Context: an optimization exercise on an open-source flow, tuned for small area, a short achievable clock period and few clock cycles. The choices shown serve that exercise and are no tape-out recipe.
In this exercise RTL edits were held to simulation tests only and were not proved equivalent to the original.
Power and IR drop assume default switching activity.

run 1:
Design bus_ram_responder, start of the top module:
module bus_ram_responder #(
  parameter int          DEPTH       = 64,
  parameter logic [31:0] BASE_ADDR   = 32'h1000_0000,
  parameter int          WAIT_CYCLES = 0
) (
  input  logic        clk,
  input  logic        reset,
  input  logic        busReq,
  input  logic        busWe,
  input  logic [31:0] busAddr,
  input  logic [2:0]  busFunct3,
  input  logic [31:0] busWData,
  output logic [31:0] busRData,
  output logic        busReady,
  output logic        busErr
);
For scale: roughly 4000 cells after synthesis, ~2100 flip-flops, ~110 I/O pins.
Settings: LEC_CHECK=0, CAP_MARGIN=20, CORE_MARGIN=2, CORE_UTILIZATION=55, CTS_CLUSTER_DIAMETER=100, CTS_CLUSTER_SIZE=25, PLACE_DENSITY=0.65, SETUP_SLACK_MARGIN=4.5, SLEW_MARGIN=45, SYNTH_HIERARCHICAL=1, SYNTH_MINIMUM_KEEP_SIZE=0; clock period 8.0 ns.
standard.sh (not shown) runs the stock make flow with config.mk's settings and CLKGATE_MAP_FILE= SYNTH_SCRIPT=/design/flow/synth_recipe.tcl, a recipe that flattens the netlist after the stock synthesis.
==> flow/flow/run.sh <==
#!/bin/bash
set -euo pipefail
bash standard.sh "BUFFER_PORTS_ARGS=-buffer_cell sky130_fd_sc_hd__buf_4" \
  "IO_CONSTRAINTS=$PWD/flow/io.tcl" finish > flow_make.log 2>&1
==> flow/flow/io.tcl <==
# Keep the pins of the paths with the shortest budget next to each other on
# the die edge: busAddr[31:8] -> busErr, and busReq/busWe -> busReady.
set_io_pin_constraint -group -order -pin_names {busAddr[8] busAddr[9] busAddr[10] busAddr[11] busAddr[12] busAddr[13] busAddr[14] busAddr[15] busAddr[16] busAddr[17] busAddr[18] busAddr[19] busErr busReady busReq busWe busAddr[20] busAddr[21] busAddr[22] busAddr[23] busAddr[24] busAddr[25] busAddr[26] busAddr[27] busAddr[28] busAddr[29] busAddr[30] busAddr[31]}
Run 1 reached the end of the flow, and the finished layout is clean on the timing, design-rule and antenna checks.
Testbench counts of run 1, summed over its fixed seeds: cycles 48,063.
Here is what was changed in the inputs of run 2 compared with run 1.
- a change of SETUP_SLACK_MARGIN from 4.5 to 4.3
In run 2 the worst hold slack turned out 0.0038 ns higher than in run 1.
The area added between synthesis and finish of run 2 is lower than that of run 1.
Run 2 ends up with a share of the clock period used by the worst path after layout that is 0.44 points higher than in run 1.
Relative to run 1, the power density relative to cell area measured on run 2 has increased slightly.
Against run 1, total wire length in run 2 fell by a little under 10%.
[inputs] run 3 vs run 2
- PLACE_DENSITY now 0.7, was 0.65
- CORE_UTILIZATION now 60, was 55
- SETUP_SLACK_MARGIN now 4.5, was 4.3
## What came out
Between run 2 and run 3, the total half-perimeter wirelength after legalization and detailed placement is lower for run 2. Run 3 reports a higher total length of routed wires than run 2 does. Compared with run 2, run 3 ends up with a larger final cell area. The number of clock buffer instances in the layout in run 3 was higher than what run 2 gave. Sort run 2 and run 3 by count of buffers not belonging to the clock network in the layout asc -> top: run 2. Run 3: PASS, flow complete, no timing, DRC or antenna violations. Run 3 vs run 2: net switching power figure up in run 3. Run 3 vs run 2 — count of non-filler cells in the finished layout dropped about 1.4%. Looking only at area overhead of the layout relative to synthesis, and setting everything else aside, the higher value of run 2 and run 3 goes to run 3. From run 2 to run 3 the numbers moved as follows: met3 wire length picked up an extra about 34%; wire length of the first global-routing pass picked up an extra 21 mm.
Setup changes, run 3 to run 4
- SETUP_SLACK_MARGIN changed from 4.5 to 4.3
Results
- Measured against each other, run 3 and run 4 differ in final net count, the higher figure coming from run 3.
- Changes observed in run 4 relative to run 3: first-pass GRT wire length decreased 20 mm; setup slack at placement dropped 0.037 ns.
[inputs] run 5 vs run 4
- SETUP_SLACK_MARGIN now 4.4, was 4.3
==> comparison <==
Final area in run 5 vs run 4: up 730 sq um. Of run 4 and run 5, run 5 shows the lower detailed-routed wire length on met3, with run 4 above it. In the reports for run 4 and run 5, the smaller post-layout utilization of the core belongs to run 4. Comparing run 4 and run 5, maximum number of pins on one net before global-route repair is lower on run 5. [compare] base=run 4 new=run 5: overall global routing resource usage saw a decrease; routed wirelength normalized by instance count saw a decrease; final-layout clock-cell area share saw an increase; fraction of layout cells with a size suffix above 1 saw an increase; worst-path maximum fanout saw a decrease.

-- afterwards: timing with drivers on the ports --
No port has a modelled driver above. Below, the same layouts with a new extraction and two added sets of constraints. Step 1, drivers: a clkbuf_16 drives clk and a buf_2 each remaining input, both assumed. Step 2 adds t to the input delays and takes it off the output delays; t is the mean of the earliest and latest rising clock arrival at the registers after step 1. Input paths then give back, and output paths get back, about the clock's delay inside the block. a / b / c = no drivers / after step 1 / after step 2; a / b = the first two.
run	t, ns	setup slack, ns	worst setup path after step 2	worst register clock-pin slew, ns
run 1	0.825	4.217 / 4.175 / 3.619	input to register	0.11 / 0.11
run 2	0.808	4.182 / 4.147 / 3.363	input to register	0.11 / 0.11
run 3	0.795	4.211 / 4.174 / 3.622	input to register	0.11 / 0.11
run 4	0.798	4.147 / 4.070 / 3.272	input to register	0.11 / 0.11
run 5	0.795	4.205 / 4.161 / 3.568	input to register	0.10 / 0.10
After both steps setup and hold are still met in every run listed. For run 4, which loses most, drivers alone change the setup slack by -0.077 ns; drivers and shift together by -0.875 ns.
